This is an optimization exercise on Yosys and OpenROAD, whose aim is small area, a short achievable clock period and few clock cycles per item, not a production implementation.
At most, simulation tests tie the RTL to the original design; equivalence was not proved.
Function not checked in runs 2 to 6: the RTL went through the layout flow alone.
Power figures rest on the tool's default switching activity, not on a simulated workload.

==> design/flow/design.v <==
module mem_write_buffer #(
  parameter int DEPTH       = 4,
  parameter int ADDR_WIDTH  = 32,
  parameter int BLOCK_BITS  = 128,
  parameter int OFFSET_BITS = 4
) (
  input  logic                    clk,
  input  logic                    rst,
  input  logic                    mem_req,
  input  logic                    mem_rw,
  input  logic [ADDR_WIDTH-1:0]   mem_addr,
  input  logic [BLOCK_BITS-1:0]   mem_wdata,
  output logic                    mem_ready,
  output logic                    mem_resp,
  output logic [BLOCK_BITS-1:0]   mem_rdata,
  output logic                    mm_req,
  output logic                    mm_rw,
  output logic [ADDR_WIDTH-1:0]   mm_addr,
  output logic [BLOCK_BITS-1:0]   mm_wdata,
  input  logic                    mm_ready,
  input  logic                    mm_resp,
  input  logic [BLOCK_BITS-1:0]   mm_rdata,
  output logic [$clog2(DEPTH):0]  wb_count
);
  localparam int PW = $clog2(DEPTH);
  localparam int CW = PW + 1;
  typedef enum logic [2:0] {
    IDLE, RD_REQ, RD_WAIT, WR_REQ, WR_WAIT
  } state_t;
  state_t state;
  logic [ADDR_WIDTH-1:0] ent_addr [DEPTH];
  logic [BLOCK_BITS-1:0] ent_data [DEPTH];
  logic [PW-1:0]         head;
  logic [PW-1:0]         tail;
  logic [CW-1:0]         count;
  logic                  rd_pend;
  logic [ADDR_WIDTH-1:0] rd_addr;
  logic          hit;
  logic          co;
  logic [PW-1:0] hit_idx;
  logic [PW-1:0] co_idx;
  logic [PW-1:0] idx;
  logic accept;
  logic acc_wr;
  logic acc_rd;
  logic rd_miss;
  logic push;
  logic pop;
  assign wb_count  = count;
  assign mem_ready = (count < CW'(DEPTH)) && !rd_pend && !mem_resp;
  assign accept  = mem_req && mem_ready;
  assign acc_wr  = accept && mem_rw;
  assign acc_rd  = accept && !mem_rw;
  assign rd_miss = acc_rd && !hit;
  assign push    = acc_wr && !co;
  assign pop     = (state == WR_WAIT) && mm_resp;
  always_comb begin
    hit     = 1'b0;
    hit_idx = '0;
    co      = 1'b0;
    co_idx  = '0;
    idx     = '0;
    for (int i = 0; i < DEPTH; i++) begin
      idx = head + PW'(i);
      if (CW'(i) < count &&
          ent_addr[idx][ADDR_WIDTH-1:OFFSET_BITS] ==
          mem_addr[ADDR_WIDTH-1:OFFSET_BITS]) begin
        hit     = 1'b1;
        hit_idx = idx;
        if (i != 0) begin
          co     = 1'b1;
          co_idx = idx;
        end
      end
    end
  end
  always_ff @(posedge clk) begin
    if (push) begin
      ent_addr[tail] <= mem_addr;
      ent_data[tail] <= mem_wdata;
    end else if (acc_wr) begin
      ent_data[co_idx] <= mem_wdata;
    end
  end
  always_ff @(posedge clk or negedge rst) begin
    if (!rst) begin
      state     <= IDLE;
      head      <= '0;
      tail      <= '0;
      count     <= '0;
      rd_pend   <= 1'b0;
      rd_addr   <= '0;
      mm_req    <= 1'b0;
      mm_rw     <= 1'b0;
      mm_addr   <= '0;
      mm_wdata  <= '0;
      mem_resp  <= 1'b0;
      mem_rdata <= '0;
    end else begin
      mem_resp <= 1'b0;
      if (acc_wr) begin
        mem_resp <= 1'b1;
      end
      if (acc_rd && hit) begin
        mem_resp  <= 1'b1;
        mem_rdata <= ent_data[hit_idx];
      end
      if (rd_miss) begin
        rd_pend <= 1'b1;
        rd_addr <= mem_addr;
      end
      if (push) begin
        tail <= tail + 1'b1;
      end
      if (pop) begin
        head <= head + 1'b1;
      end
      if (push && !pop) begin
        count <= count + 1'b1;
      end else if (pop && !push) begin
        count <= count - 1'b1;
      end
      unique case (state)
        IDLE: begin
          if (rd_pend || rd_miss) begin
            state   <= RD_REQ;
            mm_req  <= 1'b1;
            mm_rw   <= 1'b0;
            mm_addr <= rd_pend ? rd_addr : mem_addr;
          end else if (count != '0) begin
            state    <= WR_REQ;
            mm_req   <= 1'b1;
            mm_rw    <= 1'b1;
            mm_addr  <= ent_addr[head];
            mm_wdata <= ent_data[head];
          end
        end
        RD_REQ: begin
          if (mm_ready) begin
            mm_req <= 1'b0;
            state  <= RD_WAIT;
          end
        end
        WR_REQ: begin
          if (mm_ready) begin
            mm_req <= 1'b0;
            state  <= WR_WAIT;
          end
        end
        RD_WAIT: begin
          if (mm_resp) begin
            mem_resp  <= 1'b1;
            mem_rdata <= mm_rdata;
            rd_pend   <= 1'b0;
            state     <= IDLE;
          end
        end
        WR_WAIT: begin
          if (mm_resp) begin
            state <= IDLE;
          end
        end
        default: state <= IDLE;
      endcase
    end
  end
endmodule
==> design/flow/run.sh <==
#!/bin/bash
# synth_recipe.tcl (not shown) runs the flow's synth.tcl, then flattens the netlist and writes it again
# the make line also repeats each setting of config.mk as NAME=value (left out here)
make -C /OpenROAD-flow-scripts/flow DESIGN_CONFIG=/design/flow/config.mk WORK_HOME=/design/flow/orfs CLKGATE_MAP_FILE= SYNTH_SCRIPT=/design/flow/synth_recipe.tcl finish
==> design/flow/config.mk <==
export PLATFORM = sky130hd
export DESIGN_NAME = mem_write_buffer
export DESIGN_NICKNAME = mem_write_buffer
export VERILOG_FILES = /design/flow/design.v
export SDC_FILE = /design/flow/constraint.sdc
export NUM_CORES = 4
export LEC_CHECK = 0
export CAP_MARGIN = 20
export CORE_MARGIN = 2
export CORE_UTILIZATION = 40
export SLEW_MARGIN = 20
==> design/flow/constraint.sdc <==
create_clock -name core_clock -period 6.0 [get_ports {clk}]
set_input_delay 1.2000 -clock core_clock [delete_from_list [all_inputs] [get_ports {clk}]]
set_output_delay 1.2000 -clock core_clock [all_outputs]
set_load 0.01 [all_outputs]
==> summary.txt, run 1 <==
Status
  • Status: timing/DRC/antenna clean

Routing
  • DR iter-0 viols: 5123
  • Top layer in use: met5
  • DR vias: 41829
  • ANT nets after route: 0
  • Drt total wl: 185200 um
  • DR vias/cell: roughly 6.6
  • Residual DRC count: 0
  • TritonRoute pass-1 iters: 6
  • Met1 wire length: between 70000 and 80000 um
  • Metal3 WL: between 15000 and 20000 um
  • Met2 wire len: 87330 um
  • Routed length per instance: 29.07 um

Floorplanning
  • Core Box Area: 131000 sq um
  • Initial core utilization: 40.17%
  • DIE HEIGHT: roughly 370 um
  • Die width: 366.7 um
  • Die Area: 134400 sq um
  • # IOs: 589
  • Row cnt: 133

STA
  • Highest Clock Rate: 0.1755 GHz
  • RSZ-0062 raised after global routing: false
  • Slew Viols, Final: 0
  • Rel. slew slack: 17.32%
  • Tightest Pin Transition: 1240 ps
  • Setup Skew: 36.52 ps
  • Final setup viols: 0
  • Minimum hold slack: 421.2 ps
  • Fin. Hold Viols: 0
  • Period minus WS final: 5700 ps
  • Fin crit share: 94.99%
  • Post-route setup TNS: 0 ps

Yosys
  • Syn Std Cell Area: roughly 53000 sq um
  • Asr flop ratio synth: approximately a third
  • Simple-Gate Fraction of Synth Area: 2.388%
  • Seq/Total Area, Yosys: 52.42%
  • Adder-cell area share of the yosys netlist: 0.2140%
  • Synth warnings: 1
  • Mux contribution to synthesized area: 15.60%
  • Post-synthesis xor/xnor area fraction: 1.831%
  • Compound-Gate Fraction of Synth Area: 21.55%
  • Flop and latch count out of synthesis: 974
  • Mapped Cells: 4169
  • Number of synthesized flops with an enable pin: 640
  • Top_reg_cell synth: edfxtp_1
  • Main combinational cell family by area after synthesis: compound AO/OA/AOI/OAI gates
  • Library cells used by synthesis: 73
  • Syn avg cell area: roughly 13 sq um

CTS
  • Clock sink total: slightly below 1000
  • Setup bufs post-CTS: 0
  • CTS tree: done
  • Post-cts sizing count: 0
  • CTS H-Tree Depth: 3
  • Root Buffer: clkbuf_16
  • Total CTS buffers: roughly 110
  • Clk Latency, worst-skew pair: approximately 740 ps
  • Post-cts hold buffer count: 0
  • Reg clk slew, reported paths: 60 ps
  • Longest Clk Path Bufs: 3

Layout
  • Share of layout cells above drive strength 1: 13.33%
  • Final nets: 4804
  • Final Non-Filler Cells: between 6000 and 7000
  • Commonest cells after routing, fill and taps aside: edfxtp_1, clkdlybuf4s50_1, dfrtp_1
  • Filler cells: 11341
  • Commonest non-fill, non-tap cell in the layout: edfxtp_1
  • Area grow syn2layout: 22.62%

Setup path
  • Crit Path Category: reg -> reg
  • CP arrival: 6280 ps
  • R2r setup slk: 300 ps
  • Critical Path Start: head[1]
  • R2R Path Start: head[1]
  • Slowest CP cell: dfrtp_4
  • CP max FO: 32
  • CP required: approximately 6600 ps
  • Critical-path cell list: buf_12 > buf_4 > mux2i_1 > xnor2_1 > a2111oi_0 > a22oi_1 > or3_1 > or2_4 > o221a_1 > o211ai_1 > buf_4 > buf_12 > mux2i_1 > buf_4 > o21ai_1
  • Max incr delay on CP: 840 ps
  • CP most frequent cell: buf_4
  • Worst Setup End Kind: flip-flop
  • Crit path launch type: flip-flop

Power and ir drop
  • VDD IR-drop max: 0.3292 mV
  • Leak: 21.47 nW
  • Pwr Density: 453.1 nW/um^2

Placement
  • Final HPWL DP: 113800 um
  • I/O Buffers: 588
  • Placed cell count: 6142
  • GP Congestion: 0.9547

Worst hold path
  • HP Class: in -> async

GRT
  • Total global routing overflow: 0
  • Pin count of the biggest net entering global routing: 228
  • Vias in the first global route: a little over 40000
  • Gr usage total: a little over a quarter
  • Initial antenna violation count: 37
  • First-pass GRT wire length: between 200000 and 300000 um

Run
  • Max cap viols: 0
==> cell type report <==
class | count | area, sq um | share of cell area [%]
Inverter | 269 | 1017 | 1.577
Tap cell | 1755 | 2196 | 3.404
Clock inverter | 48 | 649.4 | 1.007
Sequential cell | 974 | 27580 | 42.76
Timing Repair Buffer | 744 | 7745 | 12.01
Multi-Input combinational cell | 2401 | 22060 | 34.20
Antenna cell | 18 | 45.04 | 0.06982
Clock buffer | 162 | 3214 | 4.983
==> synth_stat cells, drive strengths merged (40+ instances only) <==
| master | number | area share [%] |
|---|---|---|
| mux4 | 176 | 7.5 |
| buf | 105 | 1.1 |
| a22oi | 129 | 1.8 |
| clkbuf | 420 | 3.0 |
| nor2 | 51 | 0.36 |
| mux2 | 168 | 3.6 |
| xnor2 | 82 | 1.4 |
| inv | 268 | 1.9 |
| a2111oi | 263 | 4.4 |
| nand2 | 87 | 0.63 |
| a311oi | 255 | 4.2 |
| o211ai | 257 | 3.7 |
| mux2i | 235 | 4.5 |
| nand3 | 40 | 0.38 |
| edfxtp | 640 | 37 |
| o21ai | 177 | 1.7 |
| o32ai | 255 | 4.2 |
| dfrtp | 334 | 16 |
==> state kept, by name, summed over array words and instances (netlist names), 3 cells and up <==
| signal | cells |
|---|---|
| mem_rdata | 128 |
| count | 3 |
| mm_addr | 32 |
| ent_addr | 128 |
| rd_addr | 32 |
| mm_wdata | 128 |
| state | 3 |
| ent_data | 512 |
==> where the power goes <==
group | switching (mW) | internal (mW)
registers | 1.10 | 8.62
clock network | 2.87 | 4.28
logic | 6.62 | 5.74
==> per-stage QoR <==
step / power, mW / worst slack (ps) / utilization [%] / cell area (sq um)
after floorplan: 16.89 / -1464 / - / 52810
after detailed placement: 22.10 / 44.27 / 46.25 / 60580
after CTS: 29.34 / 441.3 / 49.20 / 64440
after global placement: 21.99 / 49.82 / 46.25 / 60580
final: 29.23 / 300.5 / 49.26 / 64510
after global routing: 30.60 / 202.9 / 49.26 / 64510
==> final timing paths <==
kind	endpoint	depth (start not counted)
setup / recovery	mem_rdata[9]	15
hold / removal	rd_addr[31]	1
setup reg to reg	mem_rdata[9]	15
hold reg to reg	rd_addr[0]	2
max in group asynchronous	mm_wdata[105]	2
min in group core_clock	rd_addr[0]	2
==> worst max-delay path, delay by kind of cell (launching register included) <==
family,cells,cell delay (ps)
AOI/OAI and AO/OA,5,1500
xor gates and xnor gates,1,180
buffers and inverters,5,1290
DFF,1,840
muxes,2,850
and+or+nand+nor,2,840
==> layer usage <==
metal | global-route usage, % | up-vias
met5 | 0 | -
met4 | 11.25 | 28
met3 | 5.387 | 370
met2 | 42.20 | 2161
met1 | 35.86 | 21383
li1 | - | 17887
==> cell families (layout without fill, tap and decap cells) <==
logic type	Yosys count	count (layout)
multiplexers	579	579
other	0	18
XOR/XNOR	110	110
flip-flops	974	974
adder cells (fa/ha/maj)	9	9
AO/OA/AOI/OAI	1442	1442
buffers and inverters	794	1223
AND/OR/NAND/NOR	261	261
Testbench counts, summed over its fixed seeds: cycles 258,759, items 48,000.
==> inputs of run 2 (changes only) <==
==> design/flow/design.v (replaced) <==
module mem_write_buffer #(
  parameter int DEPTH       = 4,
  parameter int ADDR_WIDTH  = 32,
  parameter int BLOCK_BITS  = 128,
  parameter int OFFSET_BITS = 4
) (
  input  logic                    clk,
  input  logic                    rst,
  input  logic                    mem_req,
  input  logic                    mem_rw,
  input  logic [ADDR_WIDTH-1:0]   mem_addr,
  input  logic [BLOCK_BITS-1:0]   mem_wdata,
  output logic                    mem_ready,
  output logic                    mem_resp,
  output logic [BLOCK_BITS-1:0]   mem_rdata,
  output logic                    mm_req,
  output logic                    mm_rw,
  output logic [ADDR_WIDTH-1:0]   mm_addr,
  output logic [BLOCK_BITS-1:0]   mm_wdata,
  input  logic                    mm_ready,
  input  logic                    mm_resp,
  input  logic [BLOCK_BITS-1:0]   mm_rdata,
  output logic [$clog2(DEPTH):0]  wb_count
);
  localparam int TW = ADDR_WIDTH - OFFSET_BITS;
  logic [TW-1:0]         tag;      
  logic [BLOCK_BITS-1:0] data;     
  logic                  pend;     
  logic [1:0]            nrd;      
  logic                  rfl;      
  logic                  wfl;      
  logic                  cap_rd;   
  logic                  dfree;    
  logic                  wbc;
  logic accept, take, fill;
  logic pend_n, rfl_n, wfl_n, mm_rw_n, cap_rd_n;
  logic [1:0] nrd_n;
  assign accept = mem_req && mem_ready;
  assign take   = mm_req && mm_ready;
  assign fill   = rfl && mm_resp;
  assign mm_addr   = {tag, {OFFSET_BITS{1'b0}}};
  assign mm_wdata  = data;
  assign mem_rdata = data;
  assign wb_count  = {{$clog2(DEPTH){1'b0}}, wbc};
  always_comb begin
    pend_n   = accept || (pend && !take);
    rfl_n    = (take && !mm_rw) || (rfl && !mm_resp);
    wfl_n    = (take && mm_rw) || (wfl && !mm_resp);
    mm_rw_n  = pend ? mm_rw : mem_rw;
    nrd_n    = nrd + {1'b0, accept && !mem_rw} - {1'b0, fill};
    cap_rd_n = mem_req && !mem_rw && !pend && !accept;
  end
  always_ff @(posedge clk) begin
    if (!pend) begin
      tag   <= mem_addr[ADDR_WIDTH-1:OFFSET_BITS];
      mm_rw <= mem_rw;
    end
    if (dfree || rfl)
      data <= dfree ? mem_wdata : mm_rdata;
  end
  always_ff @(posedge clk or negedge rst) begin
    if (!rst) begin
      pend      <= 1'b0;
      nrd       <= '0;
      rfl       <= 1'b0;
      wfl       <= 1'b0;
      cap_rd    <= 1'b0;
      dfree     <= 1'b0;
      wbc       <= 1'b0;
      mm_req    <= 1'b0;
      mem_ready <= 1'b0;
      mem_resp  <= 1'b0;
    end else begin
      pend      <= pend_n;
      nrd       <= nrd_n;
      rfl       <= rfl_n;
      wfl       <= wfl_n;
      cap_rd    <= cap_rd_n;
      dfree     <= !pend_n && nrd_n == 2'd0;
      wbc       <= pend_n && mm_rw_n;
      mm_req    <= pend_n && !rfl_n && !wfl_n;
      mem_ready <= !pend_n && (nrd_n == 2'd0 || (nrd_n == 2'd1 && cap_rd_n));
      mem_resp  <= (accept && mem_rw) || fill;
    end
  end
endmodule
--- a/design/flow/config.mk
+++ b/design/flow/config.mk
@@ -6,6 +6,7 @@
 export NUM_CORES = 4
 export LEC_CHECK = 0
+export ABC_AREA = 1
 export CAP_MARGIN = 20
-export CORE_MARGIN = 2
-export CORE_UTILIZATION = 40
+export CORE_AREA = 5 5 205 205
+export DIE_AREA = 0 0 210 210
 export SLEW_MARGIN = 20
==> run 2 against run 1 <==
Compared with the run above: still clean on timing, DRC and antenna; via count is 84% lower; total power is 79% lower; sequential power is 77% lower; critical path type unchanged; critical endpoint is now data[118]; highest routed layer is now met4.
==> summary.txt, run 2 <==
Status
  • Status: timing/DRC/antenna clean

Floorplanning
  • Die width: 210 um (-43%)
  • # IOs: 589 (unchanged)
  • DIE HEIGHT: 210 um (-43%)
  • Row cnt: 73 (-45%)
  • Die Area: 44100 sq um (-67%)
  • Core Box Area: 39640 sq um (-70%)
  • Initial core utilization: 19.77% (-20 points)

STA
  • Tightest Pin Transition: 916.4 ps (-323.8 ps)
  • Slew Viols, Final: 0 (unchanged)
  • Fin. Hold Viols: 0 (unchanged)
  • Final setup viols: 0 (unchanged)
  • Minimum hold slack: 539.3 ps (+118.1 ps)
  • RSZ-0062 raised after global routing: false
  • Fin crit share: 51.38% (-44 points)
  • Setup ws final: 2917 ps (+2617 ps)
  • Rel. slew slack: 38.91% (+22 points)
  • Highest Clock Rate: 0.3244 GHz (+85%)
  • Post-route setup TNS: 0 ps (unchanged)
  • Period minus WS final: 3083 ps (-2617 ps)
  • Setup Skew: 12.45 ps (-24.07 ps)

Setup path
  • Crit path launch type: flip-flop
  • Critical Path Start: dfree
  • CP required: 6090 ps (-490 ps)
  • Reg2reg path depth: 3 (-12)
  • Slowest CP cell: dfrtp_4
  • Max incr delay on CP: 910 ps (+70 ps)
  • CP arrival: 3170 ps (-3110 ps)
  • R2r setup slk: 2920 ps (+2620 ps)
  • End of the worst register-to-register path: data[118]
  • Crit Path Category: reg -> reg
  • R2R Path Start: dfree
  • Worst Setup End Kind: flip-flop
  • CP max FO: 70 (+120%)
  • Critical-path cell list: inv_4 > nand2_4 > buf_12

Worst hold path
  • Hold Crit Start: nrd[0]
  • HP Class: reg -> reg
  • Worst hold path depth: 1
  • Hold Path End: nrd[0]

GRT
  • Initial antenna violation count: 1 (-97%)
  • Total global routing overflow: 0 (unchanged)
  • Gr usage total: 12.89% (-14 points)
  • Vias in the first global route: 6806 (-83%)
  • Pin count of the biggest net entering global routing: 71 (-69%)
  • First-pass GRT wire length: 42880 um (-84%)

Power and ir drop
  • Power share of the sequential group: 36.7% (+3.5 points)
  • Psw: 2.035 mW (-81%)
  • Switching part of the total: 33.82% (-2.4 points)
  • Leak: 5.459 nW (-75%)
  • Clock network power share: 19.5% (-5.0 points)
  • Internal: 3.982 mW (-79%)
  • Pwr Density: 438.4 nW/um^2 (-3.2%)
  • Total power: 6.018 mW (-79%)
  • VDD IR-drop max: 0.2592 mV (-21%)
  • Comb pwr share: 43.7% (+1.4 points)

Layout
  • Finished Cell Area: 13730 sq um (-79%)
  • Area grow syn2layout: 75.14%
  • Final nets: 1494 (-69%)
  • Util after Layout: 34.63% (-15 points)
  • Largest registers: data x128, tag x28, nrd x2
  • Commonest non-fill, non-tap cell in the layout: clkdlybuf4s50_1
  • Share of layout cells above drive strength 1: 3.138% (-10 points)
  • Commonest cells after routing, fill and taps aside: clkdlybuf4s50_1, nand2_1, edfxtp_1
  • Inserted Diodes: 0 (-18)
  • Final Non-Filler Cells: 1736 (-73%)
  • Largest Register: data
  • Flip-flop count of the largest register after layout: 128 (-75%)

Placement
  • Placed cell count: 1703 (-72%)
  • I/O Buffers: 578 (-1.7%)
  • Post-DP Area: 13090 sq um (-78%)
  • Pre-CTS WS: 2775 ps (+2731 ps)
  • Final HPWL DP: 23710 um (-79%)
  • GP Congestion: 0.8461 (-11%)

Run
  • Max cap viols: 0 (unchanged)

CTS
  • Setup bufs post-CTS: 0 (unchanged)
  • CTS tree: done
  • Post-cts sizing count: 0 (unchanged)
  • Clock sink total: 167 (-83%)
  • Post-cts hold buffer count: 0 (unchanged)
  • Reg clk slew, reported paths: 70 ps (about the same)
  • CTS H-Tree Depth: 4 (+1)
  • Root Buffer: clkbuf_16
  • Longest Clk Path Bufs: 2 (-1)
  • Total CTS buffers: 17 (-85%)
  • Clk Latency, worst-skew pair: 440 ps (-300 ps)

Routing
  • DR vias: 6504 (-84%)
  • Routed length per instance: 17.29 um (-41%)
  • Residual DRC count: 0 (unchanged)
  • DR iter-0 viols: 283 (-94%)
  • DR vias/cell: 3.747 (-43%)
  • ANT nets after route: 0 (unchanged)
  • Drt total wl: 30010 um (-84%)
  • TritonRoute pass-1 iters: 4 (-2)

Yosys
  • Top cell type's share of synthesized area: 59.77% (+23 points)
  • Asr flop ratio synth: 5.988% (-28 points)
  • Mapped Cells: 755 (-82%)
  • Library cells used by synthesis: 18 (-75%)
  • Largest cells by area after synthesis: edfxtp_1, nand2_1, buf_4
  • Top cells by instance count after synthesis: nand2_1, edfxtp_1, buf_4
  • Count leader, synth: nand2_1
  • Syn Std Cell Area: 7838 sq um (-85%)
  • Synth area leader: edfxtp_1
  • Syn avg cell area: 10.38 sq um (-18%)
  • Number of synthesized flops with an enable pin: 156 (-76%)
  • Flop and latch count out of synthesis: 167 (-83%)
  • Synth warnings: 1 (unchanged)
  • Seq/Total Area, Yosys: 63.22% (+11 points)
  • Top_reg_cell synth: edfxtp_1
## run 2: final cells by class
| cell class | instances | area [sq um] |
|---|---|---|
| clock buffers | 18 | 429.2 |
| clock inverters | 14 | 190.2 |
| fillers | 4017 | 25910 |
| inverters | 12 | 47.55 |
| multi-input cells | 418 | 1609 |
| flip-flops and latches | 167 | 4959 |
| well taps | 525 | 656.9 |
| repair buffers | 582 | 5836 |
## run 2: worst max-delay path by stage
stage                endpoint  slack [ps]  cells after the start
global placement     data[79]        2760                      3
global route          data[1]        2640                      3
floorplan             data[0]        2040                      4
finish              data[118]        2920                      3
detailed placement   data[86]        2770                      3
CTS                  data[89]        2770                      3
## run 2: power groups by stage
stage / clock network [mW] / logic, mW / registers, mW
floorplan: 0 / 1.19 / 2.34
global placement: 0 / 2.67 / 2.23
detailed placement: 0 / 2.67 / 2.25
CTS: 1.22 / 2.68 / 2.23
global route: 1.26 / 2.81 / 2.27
finish: 1.18 / 2.63 / 2.21
## run 2: layer usage
metal | vias to the layer above | part of all wire (%) | global-route usage, %
li1 | 3158 | - | -
met1 | 2985 | 39 | 14.79
met2 | 325 | 51 | 22.61
met3 | 36 | 8.7 | 4.524
met4 | 0 | 1.8 | 4.073
met5 | - | 0 | 0
## run 2: logic make-up (layout without fill, tap and decap cells)
kind of cell	after synthesis	count (layout)	synth area share (%)
and+or+nand+nor	406	406	19.54
buffers and inverters	175	626	16.59
DFF	167	167	63.22
AOI/OAI and AO/OA	4	4	0.2875
adders and majority gates	2	2	0.3192
other	1	6	0.04785
## run 2: worst max-delay path: cells and delay by family (launching register included)
| family | cells | cell delay [ps] |
|---|---|---|
| DFF | 1 | 910 |
| buffers and inverters | 2 | 860 |
| and+or+nand+nor | 1 | 770 |
==> inputs of run 3 (changes only) <==
==> design/flow/flow/run.sh (new file) <==
#!/bin/bash
# The standard layout, with the smallest buffer on every input and output port.
set -euo pipefail
bash standard.sh finish "BUFFER_PORTS_ARGS=-buffer_cell sky130_fd_sc_hd__buf_1" > flow_make.log 2>&1
==> design/flow/standard.sh (new file) <==
#!/bin/bash
# synth_recipe.tcl (not shown) runs the flow's synth.tcl, then flattens the netlist and writes it again
# the make line also repeats each setting of config.mk as NAME=value (left out here)
make -C /OpenROAD-flow-scripts/flow DESIGN_CONFIG=/design/flow/config.mk WORK_HOME=/design/flow/orfs CLKGATE_MAP_FILE= SYNTH_SCRIPT=/design/flow/synth_recipe.tcl "${@:-finish}"
removed: design/flow/run.sh
==> run 3 against run 2 <==
Compared with the run above: still clean on timing, DRC and antenna; clock-buffer cell count fell by 1; synthesized cell count stayed put; sequential share of layout area grew 13 points; synthesized area is the same; combinational power decreased by 37%; design area is 26% lower; critical path depth is the same; highest routed layer unchanged.
==> summary.txt, run 3 <==
Status
  • Status: timing/DRC/antenna clean

STA
  • Final setup viols: 0 (unchanged)
  • Period minus WS final: 2918 ps (-165.2 ps)
  • Rel. slew slack: 40.05% (+1.1 points)
  • Highest Clock Rate: 0.3427 GHz (+5.7%)
  • Slew Viols, Final: 0 (unchanged)
  • Tightest Pin Transition: 899.3 ps (-17.10 ps)
  • Post-route setup TNS: 0 ps (unchanged)
  • Setup ws final: 3082 ps (+165.2 ps)
  • Fin crit share: 48.63% (-2.8 points)
  • Fin. Hold Viols: 0 (unchanged)
  • RSZ-0062 raised after global routing: false
  • Setup Skew: 14.80 ps (+2.352 ps)
  • Minimum hold slack: 532.1 ps (-7.200 ps)

Worst hold path
  • Hold Path End: pend
  • Hold Crit Start: pend
  • Worst hold path depth: 2 (+1)
  • HP Class: reg -> reg

Yosys
  • Number of synthesized flops with an enable pin: 156 (unchanged)
  • Syn Std Cell Area: 7838 sq um (unchanged)
  • Asr flop ratio synth: 5.988% (unchanged)
  • Simple-Gate Fraction of Synth Area: 19.54% (unchanged)
  • Adder-cell area share of the yosys netlist: 0.3193% (unchanged)
  • Count leader, synth: nand2_1
  • Compound-Gate Fraction of Synth Area: 0.2874% (unchanged)
  • Post-synthesis xor/xnor area fraction: 0% (unchanged)
  • Synth area leader: edfxtp_1
  • Mapped Cells: 755 (unchanged)
  • Top_reg_cell synth: edfxtp_1
  • Library cells used by synthesis: 18 (unchanged)
  • Mux contribution to synthesized area: 0% (unchanged)
  • Syn avg cell area: 10.38 sq um (unchanged)
  • Main combinational cell family by area after synthesis: simple AND/OR/NAND/NOR gates
  • Top cell type's share of synthesized area: 59.77% (unchanged)
  • Seq/Total Area, Yosys: 63.22% (unchanged)
  • Flop and latch count out of synthesis: 167 (unchanged)
  • Largest cells by area after synthesis: edfxtp_1, nand2_1, buf_4
  • Top cells by instance count after synthesis: nand2_1, edfxtp_1, buf_4
  • Synth warnings: 1 (unchanged)

Routing
  • DR vias: 6537 (+0.51%)
  • TritonRoute pass-1 iters: 5 (+1)
  • Residual DRC count: 0 (unchanged)
  • DR vias/cell: 3.766 (+0.51%)
  • Routed length per instance: 14.99 um (-13%)
  • Met1 wire length: 9946 um (-14%)
  • Drt total wl: 26020 um (-13%)
  • DR iter-0 viols: 316 (+12%)
  • Top layer in use: met4
  • ANT nets after route: 0 (unchanged)
  • Metal3 WL: 2642 um (+0.72%)
  • Met2 wire len: 12710 um (-17%)

Placement
  • GP Congestion: 0.9387 (+11%)
  • I/O Buffers: 578 (unchanged)
  • Pre-CTS WS: 3034 ps (+258.9 ps)
  • Final HPWL DP: 20830 um (-12%)

CTS
  • Longest Clk Path Bufs: 2 (unchanged)
  • Clk Latency, worst-skew pair: 470 ps (+30 ps)
  • Root Buffer: clkbuf_16
  • Post-cts hold buffer count: 0 (unchanged)
  • Setup bufs post-CTS: 0 (unchanged)
  • Total CTS buffers: 17 (unchanged)
  • CTS H-Tree Depth: 4 (unchanged)
  • Clock sink total: 167 (unchanged)
  • Post-cts sizing count: 0 (unchanged)
  • Reg clk slew, reported paths: 80 ps (about the same)
  • CTS tree: done

Power and ir drop
  • Power share of the sequential group: 43.9% (+7.2 points)
  • Psw: 2.045 mW (+0.48%)
  • Internal: 2.961 mW (-26%)
  • Leak: 3.881 nW (-29%)
  • Clock network power share: 22.9% (+3.4 points)
  • Pwr Density: 495.1 nW/um^2 (+13%)
  • Switching part of the total: 40.86% (+7.0 points)
  • VDD IR-drop max: 0.2921 mV (+13%)
  • Comb pwr share: 33.2% (-11 points)

GRT
  • Gr usage total: 11.05% (-1.8 points)
  • First-pass GRT wire length: 36380 um (-15%)
  • Initial antenna violation count: 1 (unchanged)
  • Vias in the first global route: 6263 (-8.0%)
  • Total global routing overflow: 0 (unchanged)
  • Pin count of the biggest net entering global routing: 71 (unchanged)

Layout
  • Largest Register: data
  • Final nets: 1494 (unchanged)
  • Flip-flop count of the largest register after layout: 128 (unchanged)
  • Area grow syn2layout: 29.01%
  • Largest registers: data x128, tag x28, nrd x2
  • Commonest non-fill, non-tap cell in the layout: buf_1
  • Share of layout cells above drive strength 1: 3.220% (+0.083 points)
  • Commonest cells after routing, fill and taps aside: buf_1, nand2_1, edfxtp_1
  • Inserted Diodes: 0 (unchanged)

Floorplanning
  • Row cnt: 73 (unchanged)
  • DIE HEIGHT: 210 um (unchanged)
  • # IOs: 589 (unchanged)
  • Core Box Area: 39640 sq um (unchanged)
  • Die width: 210 um (unchanged)
  • Initial core utilization: 19.77% (unchanged)
  • Die Area: 44100 sq um (unchanged)

Setup path
  • End of the worst register-to-register path: data[66]
  • Reg2reg path depth: 3 (unchanged)
  • CP max FO: 67 (-4.3%)
  • CP arrival: 3030 ps (-140 ps)
  • Crit path launch type: flip-flop
  • Worst Setup End Kind: flip-flop
  • Crit Path Category: reg -> reg
  • R2R Path Start: dfree
  • R2r setup slk: 3080 ps (+170 ps)
  • CP required: 6110 ps (+20 ps)

Run
  • Max cap viols: 0 (unchanged)
## run 3: through the flow
stage | total power [mW] | instances | instance area (sq um) | utilization, %
6_report | 5.006 | 1736 | 10110 | 25.51
5_1_grt | 5.319 | 1736 | 10110 | 25.51
4_1_cts | 5.095 | 1735 | 10100 | 25.47
3_5_place_dp | 3.915 | 1703 | 9477 | 23.91
3_3_place_gp | 3.894 | 1703 | 9477 | 23.91
2_1_floorplan | 3.531 | 760 | 7856 | -
## run 3: cells by family after synthesis
kind of cell    count (synthesis)
flops                         167
buf+inv                       175
fa+ha+maj                       2
simple gates                  406
compound gates                  4
other cells                     1
## run 3: worst max-delay path by stage
stage / startpoint / cells past startpoint / slack [ps] / endpoint
after global routing: dfree / 3 / 2840 / data[76]
after floorplan: dfree / 4 / 2040 / data[0]
after global placement: dfree / 3 / 3070 / data[68]
after detailed placement: dfree / 3 / 3030 / data[68]
final: dfree / 3 / 3080 / data[66]
after CTS: dfree / 3 / 3000 / data[76]
## run 3: power by group through the flow
stage | clock (mW) | sequential, mW | combinational (mW)
finish | 1.15 | 2.20 | 1.66
global route | 1.24 | 2.25 | 1.83
CTS | 1.20 | 2.21 | 1.69
detailed placement | 0 | 2.23 | 1.69
global placement | 0 | 2.20 | 1.69
floorplan | 0 | 2.34 | 1.19
## run 3: final cells by class
type | count | area, sq um
Timing Repair Buffer | 582 | 2220
Fill cell | 4317 | 29530
Tap cell | 525 | 656.9
Multi-Input combinational cell | 418 | 1609
Clock buffer | 17 | 425.4
Inverter | 12 | 47.55
Sequential cell | 167 | 4959
Clock inverter | 15 | 193.9
## run 3: worst max-delay path, cell delays in order (launching register included)
cell and delay (ps):
dfrtp_4 840, inv_4 420, nand2_4 760, buf_12 380
## run 3: metal layers
metal,GRT usage (%),up-vias
li1,-,3167
met1,12.95,2961
met2,18.21,380
met3,3.885,29
met4,5.153,0
met5,0,-
==> inputs of run 4 (changes only) <==
--- a/design/flow/config.mk
+++ b/design/flow/config.mk
@@ -10,3 +10,4 @@
 export CORE_AREA = 5 5 205 205
 export DIE_AREA = 0 0 210 210
+export SETUP_SLACK_MARGIN = 4
 export SLEW_MARGIN = 20
==> run 4 against run 3 <==
Compared with the run above: synthesized cell count is the same; synthesized area unchanged; design area is 6.1% higher; still clean; non-clock buffer count increased by 5; first-iteration DRC count increased by 3.2%; worst hold slack gained 8.9 ps.
==> summary.txt, run 4 <==
Layout
  • Largest Register: data
  • Reg area: 4960 sq um (about the same)
  • Final nets: 1500 (+0.40%)
  • Commonest cells after routing, fill and taps aside: nand2_1, buf_1, clkbuf_2
  • Largest registers: data x128, tag x28, nrd x2
  • Flip-flop count of the largest register after layout: 128 (unchanged)
  • Share of layout cells above drive strength 1: 25.23% (+22 points)
  • Area grow syn2layout: 36.85%
  • Commonest non-fill, non-tap cell in the layout: nand2_1
  • Filler cells: 4227 (-2.1%)
  • Util after Layout: 27.06% (+1.5 points)
  • Multi-input logic area: 1675 sq um (+4.1%)

CTS
  • Clk Latency, worst-skew pair: 460 ps (about the same)
  • Total CTS buffers: 17 (unchanged)
  • CTS tree: done
  • Root Buffer: clkbuf_16
  • Reg clk slew, reported paths: 60 ps (-20 ps)
  • CTS H-Tree Depth: 4 (unchanged)
  • Clock sink total: 167 (unchanged)
  • Post-cts hold buffer count: 0 (unchanged)
  • Longest Clk Path Bufs: 2 (unchanged)

STA
  • Rel. slew slack: 30.09% (-10 points)
  • Final setup viols: 0 (unchanged)
  • Fin crit share: 40.11% (-8.5 points)
  • Highest Clock Rate: 0.4155 GHz (+21%)
  • Tightest Pin Transition: 1042 ps (+142.9 ps)
  • Slew Viols, Final: 0 (unchanged)
  • RSZ-0062 raised after global routing: true
  • Period minus WS final: 2407 ps (-511.1 ps)
  • Post-route setup TNS: 0 ps (unchanged)
  • Fin. Hold Viols: 0 (unchanged)
  • Setup Skew: 7.863 ps (-6.939 ps)

Setup path
  • CP required: 4800 ps (-1310 ps)
  • WP buf/inv: 1 (-1)
  • Critical Path Start: data[18]
  • Reg2reg path depth: 4 (+1)
  • Worst path depth: 1 (-2)
  • Crit Path Category: reg -> out
  • Crit path launch type: flip-flop
  • Critical-path cell list: buf_6
  • Worst Setup End Kind: output pin
  • CP arrival: 1210 ps (-1820 ps)
  • CP top delay family: flip-flops
  • Slowest CP cell: edfxtp_1
  • Max incr delay on CP: 530 ps (-310 ps)
  • R2R Path Start: dfree
  • CP max FO: 2 (-97%)

Floorplanning
  • Die Area: 44100 sq um (unchanged)
  • DIE HEIGHT: 210 um (unchanged)
  • Initial core utilization: 19.77% (unchanged)
  • Row cnt: 73 (unchanged)
  • Core Box Area: 39640 sq um (unchanged)
  • # IOs: 589 (unchanged)
  • Die width: 210 um (unchanged)

Placement
  • Final HPWL DP: 22260 um (+6.8%)
  • GP Congestion: 0.9212 (-1.9%)
  • I/O Buffers: 578 (unchanged)

GRT
  • First-pass GRT wire length: 38020 um (+4.5%)
  • Gr usage total: 11.71% (+0.66 points)
  • Total global routing overflow: 0 (unchanged)
  • Pin count of the biggest net entering global routing: 129 (+82%)
  • Vias in the first global route: 6573 (+4.9%)
  • Initial antenna violation count: 4 (+3)

Yosys
  • Syn avg cell area: 10.38 sq um (unchanged)
  • Count leader, synth: nand2_1
  • Library cells used by synthesis: 18 (unchanged)
  • Synth warnings: 1 (unchanged)
  • Asr flop ratio synth: 5.988% (unchanged)
  • Syn Std Cell Area: 7838 sq um (unchanged)
  • Top_reg_cell synth: edfxtp_1
  • Synth area leader: edfxtp_1
  • Largest cells by area after synthesis: edfxtp_1, nand2_1, buf_4
  • Flop and latch count out of synthesis: 167 (unchanged)
  • Number of synthesized flops with an enable pin: 156 (unchanged)
  • Top cells by instance count after synthesis: nand2_1, edfxtp_1, buf_4
  • Mapped Cells: 755 (unchanged)
  • Seq/Total Area, Yosys: 63.22% (unchanged)
  • Top cell type's share of synthesized area: 59.77% (unchanged)

Routing
  • ANT nets after route: 0 (unchanged)
  • DR vias/cell: 3.831 (+1.7%)
  • Residual DRC count: 0 (unchanged)
  • Routed length per instance: 16.01 um (+6.8%)
  • TritonRoute pass-1 iters: 5 (unchanged)
  • DR vias: 6678 (+2.2%)
  • DR iter-0 viols: 326 (+3.2%)
  • Drt total wl: 27910 um (+7.3%)

Power and ir drop
  • Pwr Density: 499.5 nW/um^2 (+0.88%)
  • Leak: 4.722 nW (+22%)
  • VDD IR-drop max: 0.2859 mV (-2.1%)

Worst hold path
  • Worst hold path depth: 2 (unchanged)
  • HP Class: reg -> reg
  • Hold Crit Start: rfl

Status
  • Status: timing/DRC/antenna clean

Run
  • Max cap viols: 0 (unchanged)
-- run 4: cell counts after synthesis --
No cell type changed its count.
-- run 4: cell families after synthesis --
| family | share of synthesized area [%] |
|---|---|
| flip-flops | 63.22 |
| buffers and inverters | 16.59 |
| adder cells (fa/ha/maj) | 0.3192 |
| AO/OA/AOI/OAI | 0.2875 |
| AND/OR/NAND/NOR | 19.54 |
| other | 0.04785 |
-- run 4: final timing paths --
check | to | slack [ps]
max | mm_wdata[18] | 3590
min | mem_resp | 540
max reg2reg | data[93] | 4070
min reg2reg | mem_resp | 540
max in group asynchronous | dfree | 4870
min in group asynchronous | mem_ready | 700
-- run 4: power breakdown --
part	switching, mW	internal (mW)
Combinational	1.31	0.713
Sequential	0.293	1.91
Clock	0.460	0.676
-- run 4: cell type report --
class,instances,share of cell area (%)
Clock buffer,21,4.293
Sequential cell,167,46.24
Antenna cell,1,0.02333
Inverter,12,0.5600
Clock inverter,11,1.353
Tap cell,525,6.125
Multi-Input combinational cell,419,15.62
Timing Repair Buffer,587,25.78
-- run 4: timing repair --
action,in CTS,in global routing
pin swaps,1,1
buffers inserted,3,2
gates resized for setup,86,227
cloned,0,1
endpoints found under the setup margin,316,404
-- run 4: layer usage --
metal	global-route usage [%]	wire length, um
met1	13.01	10540
met2	19.35	13420
met3	4.733	2729
met4	6.166	1188
met5	0	27
-- run 4: metrics by stage --
stage | total power, mW | setup WS (ps) | hold WS, ps | cell area, sq um | std cells
detailed placement | 3.971 | 3536 | 527.0 | 9530 | 1704
floorplan | 3.505 | 3839 | 483.2 | 7914 | 760
finish | 5.357 | 3593 | 541.0 | 10730 | 1743
CTS | 5.266 | 3528 | 545.1 | 10360 | 1739
global route | 5.674 | 3533 | 561.3 | 10730 | 1743
global placement | 3.953 | 3539 | 510.5 | 9530 | 1704
-- run 4: tightest hold or removal path: stages (launching register included) --
cell     delay [ps]
dfrtp_1         340
nand2_1          80
o21ai_0          80
==> inputs of run 5 (changes only) <==
--- a/design/flow/config.mk
+++ b/design/flow/config.mk
@@ -9,4 +9,6 @@
 export CAP_MARGIN = 20
 export CORE_AREA = 5 5 205 205
+export CTS_CLUSTER_DIAMETER = 300
+export CTS_CLUSTER_SIZE = 40
 export DIE_AREA = 0 0 210 210
 export SETUP_SLACK_MARGIN = 4
==> run 5 against run 4 <==
Compared with the run above: die area unchanged; global-route usage stayed put; worst hold slack stayed put; via count is the same; design area is the same; synthesized area unchanged; cell count unchanged; clock-buffer cell count unchanged; combinational power barely moved; synthesized cell count unchanged; critical endpoint unchanged; largest cell class unchanged; largest power group unchanged.
==> summary.txt, run 5 <==
Yosys
  • Synth warnings: 1 (unchanged)
  • Largest cells by area after synthesis: edfxtp_1, nand2_1, buf_4
  • Syn avg cell area: 10.38 sq um (unchanged)
  • Mapped Cells: 755 (unchanged)
  • Main combinational cell family by area after synthesis: simple AND/OR/NAND/NOR gates
  • Mux contribution to synthesized area: 0% (unchanged)
  • Count leader, synth: nand2_1
  • Library cells used by synthesis: 18 (unchanged)
  • Simple-Gate Fraction of Synth Area: 19.54% (unchanged)
  • Compound-Gate Fraction of Synth Area: 0.2874% (unchanged)
  • Adder-cell area share of the yosys netlist: 0.3193% (unchanged)
  • Top_reg_cell synth: edfxtp_1
  • Seq/Total Area, Yosys: 63.22% (unchanged)
  • Synth area leader: edfxtp_1
  • Asr flop ratio synth: 5.988% (unchanged)
  • Number of synthesized flops with an enable pin: 156 (unchanged)
  • Top cell type's share of synthesized area: 59.77% (unchanged)
  • Flop and latch count out of synthesis: 167 (unchanged)
  • Syn Std Cell Area: 7838 sq um (unchanged)
  • Post-synthesis xor/xnor area fraction: 0% (unchanged)
  • Top cells by instance count after synthesis: nand2_1, edfxtp_1, buf_4

Layout
  • Largest Register: data
  • Commonest cells after routing, fill and taps aside: nand2_1, buf_1, clkbuf_2
  • Reg area: 4960 sq um (unchanged)
  • Largest registers: data x128, tag x28, nrd x2
  • Final nets: 1500 (unchanged)
  • Filler cells: 4227 (unchanged)
  • Multi-input logic area: 1675 sq um (unchanged)
  • Area grow syn2layout: 36.85% (unchanged)
  • Flip-flop count of the largest register after layout: 128 (unchanged)
  • Share of layout cells above drive strength 1: 25.23% (unchanged)
  • Final Non-Filler Cells: 1743 (unchanged)
  • Commonest non-fill, non-tap cell in the layout: nand2_1

Setup path
  • Crit path launch type: flip-flop
  • Slowest CP cell: edfxtp_1
  • CP max FO: 2 (unchanged)
  • Worst Setup End Kind: output pin
  • WP buf/inv: 1 (unchanged)
  • CP required: 4800 ps (about the same)
  • CP arrival: 1210 ps (about the same)
  • Max incr delay on CP: 530 ps (about the same)
  • CP top delay family: flip-flops
  • Critical-path cell list: buf_6
  • Crit Path Category: reg -> out

Floorplanning
  • Core Box Area: 39640 sq um (unchanged)
  • Row cnt: 73 (unchanged)
  • Die width: 210 um (unchanged)
  • Initial core utilization: 19.77% (unchanged)
  • Die Area: 44100 sq um (unchanged)
  • DIE HEIGHT: 210 um (unchanged)
  • # IOs: 589 (unchanged)

Routing
  • Drt total wl: 27910 um (unchanged)
  • DR iter-0 viols: 326 (unchanged)
  • ANT nets after route: 0 (unchanged)
  • DR vias: 6678 (unchanged)
  • DR vias/cell: 3.831 (unchanged)
  • Residual DRC count: 0 (unchanged)
  • Routed length per instance: 16.01 um (unchanged)
  • TritonRoute pass-1 iters: 5 (unchanged)

STA
  • Slew Viols, Final: 0 (unchanged)
  • Period minus WS final: 2407 ps (unchanged)
  • Tightest Pin Transition: 1042 ps (unchanged)
  • Setup Skew: 7.863 ps (unchanged)
  • Fin crit share: 40.11% (unchanged)
  • RSZ-0062 raised after global routing: true
  • Post-route setup TNS: 0 ps (unchanged)
  • Fin. Hold Viols: 0 (unchanged)
  • Rel. slew slack: 30.09% (unchanged)
  • Setup ws final: 3593 ps (unchanged)
  • Final setup viols: 0 (unchanged)
  • Highest Clock Rate: 0.4155 GHz (unchanged)

GRT
  • Pin count of the biggest net entering global routing: 129 (unchanged)
  • Total global routing overflow: 0 (unchanged)
  • First-pass GRT wire length: 38020 um (unchanged)
  • Initial antenna violation count: 4 (unchanged)
  • Vias in the first global route: 6573 (unchanged)
  • Gr usage total: 11.71% (unchanged)

Power and ir drop
  • Internal: 3.294 mW (unchanged)
  • Power share of the sequential group: 41.0% (about the same)
  • Leak: 4.722 nW (unchanged)
  • Clock network power share: 21.2% (about the same)
  • VDD IR-drop max: 0.2859 mV (unchanged)
  • Comb pwr share: 37.8% (about the same)
  • Pwr Density: 499.5 nW/um^2 (unchanged)
  • Switching part of the total: 38.50% (unchanged)
  • Psw: 2.063 mW (unchanged)

CTS
  • Longest Clk Path Bufs: 2 (unchanged)
  • Total CTS buffers: 17 (unchanged)
  • Reg clk slew, reported paths: 60 ps (about the same)
  • Clk Latency, worst-skew pair: 460 ps (about the same)
  • Clock sink total: 167 (unchanged)
  • Root Buffer: clkbuf_16
  • CTS tree: done
  • CTS H-Tree Depth: 4 (unchanged)

Placement
  • Placed cell count: 1704 (unchanged)
  • Pre-CTS WS: 3536 ps (unchanged)
  • I/O Buffers: 578 (unchanged)
  • Final HPWL DP: 22260 um (unchanged)
  • GP Congestion: 0.9212 (unchanged)

Worst hold path
  • HP Class: reg -> reg

Run
  • Max cap viols: 0 (unchanged)

Status
  • Status: timing/DRC/antenna clean
==> run 5: timing repair <==
action / CTS / global route
pin swaps: 1 / 1
endpoints found under the setup margin: 316 / 404
hold buffers: 0 / 0
gates cloned: 0 / 1
setup buffers: 3 / 2
gates resized for setup: 86 / 227
==> run 5: worst reg2reg max path: stages, from the launching register on <==
cell and delay, ps:
dfrtp_4 550, inv_4 280, buf_4 590, nand2_1 240, nand2_1 130
==> run 5: logic make-up (layout without fill, tap and decap cells) <==
group                      after synthesis  count (layout)
and+or+nand+nor                        406             407
buffers and inverters                  175             631
DFF                                    167             167
AOI/OAI and AO/OA                        4               4
adders and majority gates                2               2
other                                    1               7
==> run 5: power groups by stage <==
stage / Sequential (mW) / Combinational, mW / Clock (mW)
5_1_grt: 2.24 / 2.19 / 1.24
4_1_cts: 2.20 / 1.87 / 1.19
6_report: 2.20 / 2.02 / 1.14
3_3_place_gp: 2.19 / 1.76 / 0
3_5_place_dp: 2.21 / 1.76 / 0
2_1_floorplan: 2.30 / 1.20 / 0
==> run 5: cell type report <==
cell class / instances / share of cell area, %
antenna: 1 / 0.02333
tap: 525 / 6.125
clock buffer: 21 / 4.293
sequential: 167 / 46.24
multi-input combinational: 419 / 15.62
inverter: 12 / 0.5600
clock inverter: 11 / 1.353
timing repair buffer: 587 / 25.78
==> run 5: path summary, 6_finish.rpt <==
check	cells past startpoint	start	slack, ps	endpoint
setup / recovery	1	data[18]	3590	mm_wdata[18]
hold / removal	2	rfl	540	mem_resp
setup reg to reg	4	dfree	4070	data[93]
hold reg to reg	2	rfl	540	mem_resp
max in group asynchronous	1	rst	4870	dfree
min in group asynchronous	1	rst	700	mem_ready
==> run 5: per-stage QoR <==
stage          power, mW  hold slack (ps)  instance area (sq um)  util [%]
2_1_floorplan      3.505            483.2                   7914         -
3_3_place_gp       3.953            510.5                   9530     24.04
3_5_place_dp       3.971            527.0                   9530     24.04
4_1_cts            5.266            545.1                  10360     26.14
5_1_grt            5.674            561.3                  10730     27.06
6_report           5.357            541.0                  10730     27.06
==> run 5: metal layers <==
layer	track usage [%]	up-vias	part of all wire, %
li1	-	3174	-
met1	13.01	3050	38
met3	4.733	51	9.8
met2	19.35	399	48
met5	0	-	0.097
met4	6.166	4	4.3
==> inputs of run 6 (changes only) <==
--- a/design/flow/config.mk
+++ b/design/flow/config.mk
@@ -9,6 +9,5 @@
 export CAP_MARGIN = 20
 export CORE_AREA = 5 5 205 205
-export CTS_CLUSTER_DIAMETER = 300
-export CTS_CLUSTER_SIZE = 40
+export CTS_BUF_LIST = sky130_fd_sc_hd__clkbuf_8
 export DIE_AREA = 0 0 210 210
 export SETUP_SLACK_MARGIN = 4
==> run 6 against run 5 <==
Compared with the run above: clock power down 25%; largest power group unchanged; critical endpoint unchanged; still clean on timing, DRC and antenna; clock skew is 4.5 ps higher; sequential share of layout area grew 0.85 points; sequential power about the same; largest cell class unchanged; global-route usage is essentially flat; cell count did not move.
==> summary.txt, run 6 <==
Floorplanning
  • Initial core utilization: 19.77% (unchanged)
  • Die width: 210 um (unchanged)
  • # IOs: 589 (unchanged)
  • DIE HEIGHT: 210 um (unchanged)
  • Die Area: 44100 sq um (unchanged)
  • Row cnt: 73 (unchanged)
  • Core Box Area: 39640 sq um (unchanged)

Power and ir drop
  • Internal: 3.045 mW (-7.6%)
  • Switching part of the total: 39.95% (+1.4 points)
  • VDD IR-drop max: 0.2885 mV (+0.92%)
  • Comb pwr share: 39.9% (+2.1 points)
  • Leak: 4.640 nW (-1.7%)
  • Psw: 2.026 mW (-1.8%)
  • Power share of the sequential group: 43.2% (+2.2 points)
  • Pwr Density: 481.5 nW/um^2 (-3.6%)
  • Clock network power share: 16.9% (-4.3 points)

Routing
  • Drt total wl: 27950 um (+0.14%)
  • Metal3 WL: 2675 um (-2.0%)
  • TritonRoute pass-1 iters: 4 (-1)
  • DR vias/cell: 3.824 (-0.19%)
  • DR iter-0 viols: 346 (+6.1%)
  • Residual DRC count: 0 (unchanged)
  • Routed length per instance: 16.03 um (+0.14%)
  • Top layer in use: met5
  • ANT nets after route: 0 (unchanged)
  • Met2 wire len: 13480 um (+0.48%)
  • Met1 wire length: 10530 um (about the same)
  • DR vias: 6665 (-0.19%)

Setup path
  • End of the worst register-to-register path: data[93]
  • Worst path depth: 1 (unchanged)
  • CP max FO: 2 (unchanged)
  • Reg2reg path depth: 4 (unchanged)
  • Max incr delay on CP: 540 ps (about the same)
  • Slowest CP cell: edfxtp_1
  • Crit Path Category: reg -> out
  • R2r setup slk: 4070 ps (about the same)
  • WP buf/inv: 1 (unchanged)
  • Crit path launch type: flip-flop
  • CP top delay family: flip-flops
  • Worst Setup End Kind: output pin
  • Critical-path cell list: buf_6
  • CP arrival: 1270 ps (+60 ps)
  • CP required: 4800 ps (about the same)
  • R2R Path Start: dfree

CTS
  • Reg clk slew, reported paths: 90 ps (+30 ps)
  • CTS H-Tree Depth: 4 (unchanged)
  • Root Buffer: clkbuf_8
  • CTS tree: done
  • Clk Latency, worst-skew pair: 520 ps (+60 ps)
  • Clock sink total: 167 (unchanged)
  • Total CTS buffers: 17 (unchanged)
  • Longest Clk Path Bufs: 2 (unchanged)

STA
  • Slew Viols, Final: 0 (unchanged)
  • Period minus WS final: 2471 ps (+64.93 ps)
  • Fin. Hold Viols: 0 (unchanged)
  • Highest Clock Rate: 0.4046 GHz (-2.6%)
  • Rel. slew slack: 30.86% (+0.77 points)
  • Fin crit share: 41.19% (+1.1 points)
  • RSZ-0062 raised after global routing: true
  • Tightest Pin Transition: 1031 ps (-11.45 ps)
  • Setup Skew: 12.41 ps (+4.543 ps)
  • Final setup viols: 0 (unchanged)
  • Post-route setup TNS: 0 ps (unchanged)

Yosys
  • Library cells used by synthesis: 18 (unchanged)
  • Top cell type's share of synthesized area: 59.77% (unchanged)
  • Seq/Total Area, Yosys: 63.22% (unchanged)
  • Top_reg_cell synth: edfxtp_1
  • Largest cells by area after synthesis: edfxtp_1, nand2_1, buf_4
  • Mapped Cells: 755 (unchanged)
  • Syn avg cell area: 10.38 sq um (unchanged)
  • Synth area leader: edfxtp_1
  • Flop and latch count out of synthesis: 167 (unchanged)
  • Count leader, synth: nand2_1
  • Top cells by instance count after synthesis: nand2_1, edfxtp_1, buf_4
  • Asr flop ratio synth: 5.988% (unchanged)
  • Number of synthesized flops with an enable pin: 156 (unchanged)
  • Syn Std Cell Area: 7838 sq um (unchanged)
  • Synth warnings: 1 (unchanged)

GRT
  • Initial antenna violation count: 4 (unchanged)
  • Gr usage total: 11.68% (-0.025 points)
  • Total global routing overflow: 0 (unchanged)
  • Pin count of the biggest net entering global routing: 129 (unchanged)
  • Vias in the first global route: 6578 (+0.076%)
  • First-pass GRT wire length: 37980 um (about the same)

Worst hold path
  • Worst hold path depth: 2 (unchanged)
  • HP Class: reg -> reg
  • Hold Crit Start: rfl
  • Hold Path End: mem_resp

Placement
  • GP Congestion: 0.9212 (unchanged)
  • Final HPWL DP: 22260 um (unchanged)
  • I/O Buffers: 578 (unchanged)

Layout
  • Commonest non-fill, non-tap cell in the layout: nand2_1
  • Largest registers: data x128, tag x28, nrd x2
  • Util after Layout: 26.57% (-0.49 points)
  • Share of layout cells above drive strength 1: 25.14% (-0.082 points)
  • Area grow syn2layout: 34.39%
  • Flip-flop count of the largest register after layout: 128 (unchanged)
  • Commonest cells after routing, fill and taps aside: nand2_1, buf_1, clkbuf_2
  • Final nets: 1500 (unchanged)
  • Largest Register: data

Run
  • Max cap viols: 0 (unchanged)

Status
  • Status: timing/DRC/antenna clean
[run 6: power by group through the flow]
stage	Sequential [mW]	Clock, mW	Combinational [mW]
after floorplan	2.30	0	1.20
final	2.19	0.857	2.02
after global placement	2.19	0	1.76
after detailed placement	2.21	0	1.76
after global routing	2.24	0.956	2.20
after CTS	2.20	0.911	1.87
[run 6: routing by layer]
metal  track usage, %  vias to the layer above
met5                0                        -
met4            6.593                        4
met3            4.271                       51
met2            19.46                      403
met1            12.96                     3038
li1                 -                     3169
[run 6: layout make-up]
| cell class | instances | area, sq um |
|---|---|---|
| diodes | 1 | 2.502 |
| clock buffers | 19 | 261.5 |
| clock inverters | 13 | 152.6 |
| fillers | 4252 | 29110 |
| inverters | 12 | 60.06 |
| multi-input cells | 419 | 1675 |
| flip-flops and latches | 167 | 4960 |
| well taps | 525 | 656.9 |
| repair buffers | 587 | 2764 |
[run 6: kinds of logic (layout without fill, tap and decap cells)]
group	after synthesis	after routing	synth area share [%]
and+or+nand+nor	406	407	19.54
other	1	7	0.04785
adders and majority gates	2	2	0.3192
buffers and inverters	175	631	16.59
AOI/OAI and AO/OA	4	4	0.2875
DFF	167	167	63.22
[run 6: per-stage QoR]
step | worst slack, ps | hold WS [ps] | cell area, sq um | std cells | power (mW)
after floorplan | 3839 | 483.2 | 7914 | 760 | 3.505
after global placement | 3539 | 510.5 | 9530 | 1704 | 3.953
after detailed placement | 3536 | 527.0 | 9530 | 1704 | 3.971
after CTS | 3426 | 545.1 | 10170 | 1739 | 4.985
after global routing | 3444 | 567.2 | 10530 | 1743 | 5.395
final | 3529 | 543.2 | 10530 | 1743 | 5.071
[run 6: repair_timing]
action,in CTS,in global routing
gates cloned,0,1
hold buffers,0,0
pin swaps,1,1
setup endpoints to repair,329,407
setup buffers,3,2
gates resized for setup,86,226
[run 6: worst max path at each step]
stage              from            to
6_report       data[18]  mm_wdata[18]
5_1_grt        data[18]  mm_wdata[18]
4_1_cts        data[18]  mm_wdata[18]
3_5_place_dp     mem_rw     mem_ready
3_3_place_gp     mem_rw     mem_ready
2_1_floorplan    mem_rw     mem_ready
==> inputs of run 7 (changes only) <==
--- a/design/flow/design.v
+++ b/design/flow/design.v
@@ -57,5 +57,5 @@
     end
     if (dfree || rfl)
-      data <= dfree ? mem_wdata : mm_rdata;
+      data <= (mem_wdata & {BLOCK_BITS{dfree}}) | (mm_rdata & {BLOCK_BITS{rfl}});
   end
   always_ff @(posedge clk or negedge rst) begin
--- a/design/flow/config.mk
+++ b/design/flow/config.mk
@@ -8,7 +8,6 @@
 export ABC_AREA = 1
 export CAP_MARGIN = 20
-export CORE_AREA = 5 5 205 205
-export CTS_BUF_LIST = sky130_fd_sc_hd__clkbuf_8
-export DIE_AREA = 0 0 210 210
-export SETUP_SLACK_MARGIN = 4
+export CORE_AREA = 5 5 200 200
+export DIE_AREA = 0 0 205 205
+export SETUP_SLACK_MARGIN = 3.7
 export SLEW_MARGIN = 20
==> run 7 against run 6 <==
Compared with the run above: combinational power down about 10%; worst hold slack got worse by 12 ps; flip-flop and latch count did not move; via count is 12% lower; largest cell class unchanged; total power grew 4.3%; design area decreased by 6.2%; first-iteration DRC count increased by 25%; highest routed layer is now met4.
==> summary.txt, run 7 <==
GRT
  • Initial antenna violation count: 0 (-4)
  • Gr usage total: 10.82% (-0.86 points)
  • Total global routing overflow: 0 (unchanged)
  • Pin count of the biggest net entering global routing: 72 (-44%)
  • First-pass GRT wire length: 33400 um (-12%)
  • Vias in the first global route: 5706 (-13%)

STA
  • Post-route setup TNS: 0 ps (unchanged)
  • Minimum hold slack: 531.1 ps (-12.08 ps)
  • Period minus WS final: 2345 ps (-126.8 ps)
  • RSZ-0062 raised after global routing: true
  • Fin. Hold Viols: 0 (unchanged)
  • Fin crit share: 39.08% (-2.1 points)
  • Slew Viols, Final: 0 (unchanged)
  • Tightest Pin Transition: 967.9 ps (-62.87 ps)
  • Final setup viols: 0 (unchanged)
  • Setup Skew: 9.705 ps (-2.701 ps)
  • Rel. slew slack: 35.08% (+4.2 points)
  • Highest Clock Rate: 0.4265 GHz (+5.4%)

Yosys
  • Flop and latch count out of synthesis: 167 (unchanged)
  • Top cell type's share of synthesized area: 61.90% (+2.1 points)
  • Number of synthesized flops with an enable pin: 156 (unchanged)
  • Asr flop ratio synth: 5.988% (unchanged)
  • Top cells by instance count after synthesis: edfxtp_1, buf_4, a22o_1
  • Largest cells by area after synthesis: edfxtp_1, a22o_1, buf_4
  • Synth area leader: edfxtp_1
  • Seq/Total Area, Yosys: 65.48% (+2.3 points)
  • Library cells used by synthesis: 20 (+2)
  • Mapped Cells: 499 (-34%)
  • Top_reg_cell synth: edfxtp_1
  • Syn Std Cell Area: 7567 sq um (-3.4%)
  • Count leader, synth: edfxtp_1
  • Syn avg cell area: 15.16 sq um (+46%)
  • Synth warnings: 1 (unchanged)

Setup path
  • Critical Path Start: data[6]
  • WP buf/inv: 1 (unchanged)
  • R2r setup slk: 3920 ps (-150 ps)
  • Reg2reg path depth: 9 (+5)
  • Worst Setup EP: mm_wdata[6]
  • Crit Path Category: reg -> out
  • Worst path depth: 1 (unchanged)
  • CP max FO: 2 (unchanged)
  • End of the worst register-to-register path: mem_ready
  • Worst Setup End Kind: output pin
  • Slowest CP cell: edfxtp_1
  • R2R Path Start: rfl
  • CP required: 4800 ps (about the same)
  • Crit path launch type: flip-flop
  • Max incr delay on CP: 520 ps (-20 ps)
  • CP arrival: 1140 ps (-130 ps)
  • CP top delay family: flip-flops
  • Critical-path cell list: clkbuf_2

Floorplanning
  • Die width: 205 um (-2.4%)
  • Core Box Area: 37580 sq um (-5.2%)
  • # IOs: 589 (unchanged)
  • Initial core utilization: 20.14% (+0.37 points)
  • DIE HEIGHT: 205 um (-2.4%)
  • Die Area: 42030 sq um (-4.7%)
  • Row cnt: 71 (-2.7%)

Power and ir drop
  • Clock network power share: 22.7% (+5.8 points)
  • Switching part of the total: 38.60% (-1.4 points)
  • VDD IR-drop max: 0.2223 mV (-23%)
  • Pwr Density: 535.7 nW/um^2 (+11%)
  • Internal: 3.249 mW (+6.7%)
  • Psw: 2.042 mW (+0.81%)
  • Comb pwr share: 34.3% (-5.6 points)
  • Leak: 3.341 nW (-28%)
  • Power share of the sequential group: 43.0% (-0.2 points)
  • Total power: 5.291 mW (+4.3%)

CTS
  • Post-cts hold buffer count: 0 (unchanged)
  • Clock sink total: 167 (unchanged)
  • Longest Clk Path Bufs: 2 (unchanged)
  • CTS H-Tree Depth: 4 (unchanged)
  • CTS tree: done
  • Reg clk slew, reported paths: 70 ps (-20 ps)
  • Root Buffer: clkbuf_16
  • Total CTS buffers: 17 (unchanged)
  • Clk Latency, worst-skew pair: 430 ps (-90 ps)

Routing
  • DR vias/cell: 3.980 (+4.1%)
  • Residual DRC count: 0 (unchanged)
  • DR vias: 5843 (-12%)
  • DR iter-0 viols: 434 (+25%)
  • Routed length per instance: 17.57 um (+9.6%)
  • ANT nets after route: 0 (unchanged)
  • TritonRoute pass-1 iters: 5 (+1)
  • Drt total wl: 25800 um (-7.7%)

Placement
  • Final HPWL DP: 19810 um (-11%)
  • I/O Buffers: 578 (unchanged)
  • Placed cell count: 1433 (-16%)
  • GP Congestion: 0.8263 (-10%)

Layout
  • Filler cells: 3987 (-6.2%)
  • Commonest non-fill, non-tap cell in the layout: buf_1
  • Inserted Diodes: 0 (-1)
  • Area grow syn2layout: 30.52%
  • Reg area: 4962 sq um (about the same)
  • Commonest cells after routing, fill and taps aside: buf_1, edfxtp_1, a22o_1
  • Largest registers: data x128, tag x28, nrd x2
  • Multi-input logic area: 1297 sq um (-23%)
  • Final nets: 1240 (-17%)
  • Flip-flop count of the largest register after layout: 128 (unchanged)
  • Final Non-Filler Cells: 1468 (-16%)
  • Share of layout cells above drive strength 1: 6.583% (-19 points)
  • Largest Register: data

Worst hold path
  • HP Class: reg -> reg

Status
  • Status: timing/DRC/antenna clean

Run
  • Max cap viols: 0 (unchanged)
run 7: changes by cell type after synthesis, moves of 5 or more:
cell     before  now
a22o_1        0  128
buf_2         1    6
buf_4       151  137
nand2_1     395   10
buf_6        10   21
run 7: cell type report:
| class | count | area share, % |
|---|---|---|
| repair buffers | 585 | 23.23 |
| flip-flops and latches | 167 | 50.24 |
| inverters | 11 | 0.4180 |
| clock inverters | 14 | 2.154 |
| multi-input cells | 162 | 13.14 |
| clock buffers | 18 | 4.345 |
| well taps | 511 | 6.473 |
run 7: worst min-delay path by stage:
stage	from	slack [ps]	to	cells past startpoint
6_report	pend	530	pend	2
4_1_cts	pend	530	pend	2
2_1_floorplan	pend	480	pend	2
5_1_grt	mm_rw	560	rfl	1
3_5_place_dp	pend	510	pend	2
3_3_place_gp	pend	510	pend	2
run 7: kinds of logic after synthesis:
| family | after synthesis | synth area share [%] |
|---|---|---|
| AO/OA/AOI/OAI | 132 | 15.20 |
| AND/OR/NAND/NOR | 22 | 1.290 |
| flip-flops | 167 | 65.48 |
| buffers and inverters | 175 | 17.66 |
| adder cells (fa/ha/maj) | 2 | 0.3306 |
| other | 1 | 0.04956 |
run 7: stage by stage:
step                      cell area (sq um)  utilization, %  setup slack [ps]
after floorplan                        7589               -              3775
after global placement                 9140           24.32              3404
after detailed placement               9140           24.32              3346
after CTS                              9829           26.16              3621
after global routing                   9877           26.28              3568
final                                  9877           26.28              3655
run 7: metal layers:
| layer | share of wire [%] | vias to the layer above | track usage (%) |
|---|---|---|---|
| met5 | 0 | - | 0 |
| met4 | 0.91 | 0 | 2.943 |
| met3 | 12 | 15 | 3.815 |
| met2 | 50 | 373 | 18.17 |
| met1 | 38 | 2806 | 13.23 |
| li1 | - | 2649 | - |
run 7: power by group through the flow:
stage / registers (mW) / clock network, mW / logic (mW)
5_1_grt: 2.32 / 1.30 / 1.97
3_5_place_dp: 2.32 / 0 / 1.74
6_report: 2.27 / 1.20 / 1.81
2_1_floorplan: 2.37 / 0 / 1.30
4_1_cts: 2.29 / 1.25 / 1.81
3_3_place_gp: 2.31 / 0 / 1.74
run 7: repair_timing:
item | CTS | global route
buffers inserted | 2 | 1
pin swaps | 0 | 0
gates resized for setup | 6 | 18
endpoints found under the setup margin | 95 | 77
Testbench counts of run 7, summed over its fixed seeds: cycles 251,719, items 48,000.

## static timing again, ports no longer ideal
In the flow no input, the clock included, has a driving cell. The finished layouts below were timed again as built, in two steps. Step 1, drivers: a clkbuf_16 drives clk and a buf_2 each remaining input, both assumed. Step 2 times the ports against the registers' clock, not the clock port: input delays grow and output delays shrink by t, the midpoint of the rising clock arrivals with the driver on. a / b / c = ideal ports / drivers / drivers and shift; a / b = the first two.
| run | t (ns) | setup slack, ns | worst setup path at the end |
|---|---|---|---|
| run 1 | 0.791 | 0.300 / 0.300 / -0.085 | input to register |
| run 2 | 0.482 | 2.917 / 2.917 / 2.917 | register to register |
| run 3 | 0.505 | 3.082 / 3.082 / 3.082 | register to register |
| run 4 | 0.505 | 3.593 / 3.548 / 3.573 | input to register |
| run 5 | 0.505 | 3.593 / 3.548 / 3.573 | input to register |
| run 6 | 0.561 | 3.529 / 3.487 / 3.530 | input to register |
| run 7 | 0.476 | 3.655 / 3.606 / 3.578 | input to register |
With both steps, setup timing fails in run 1, where it was met with ideal ports. For run 1, which loses most, drivers alone change the setup slack by 0.000 ns; drivers and shift together by -0.385 ns.
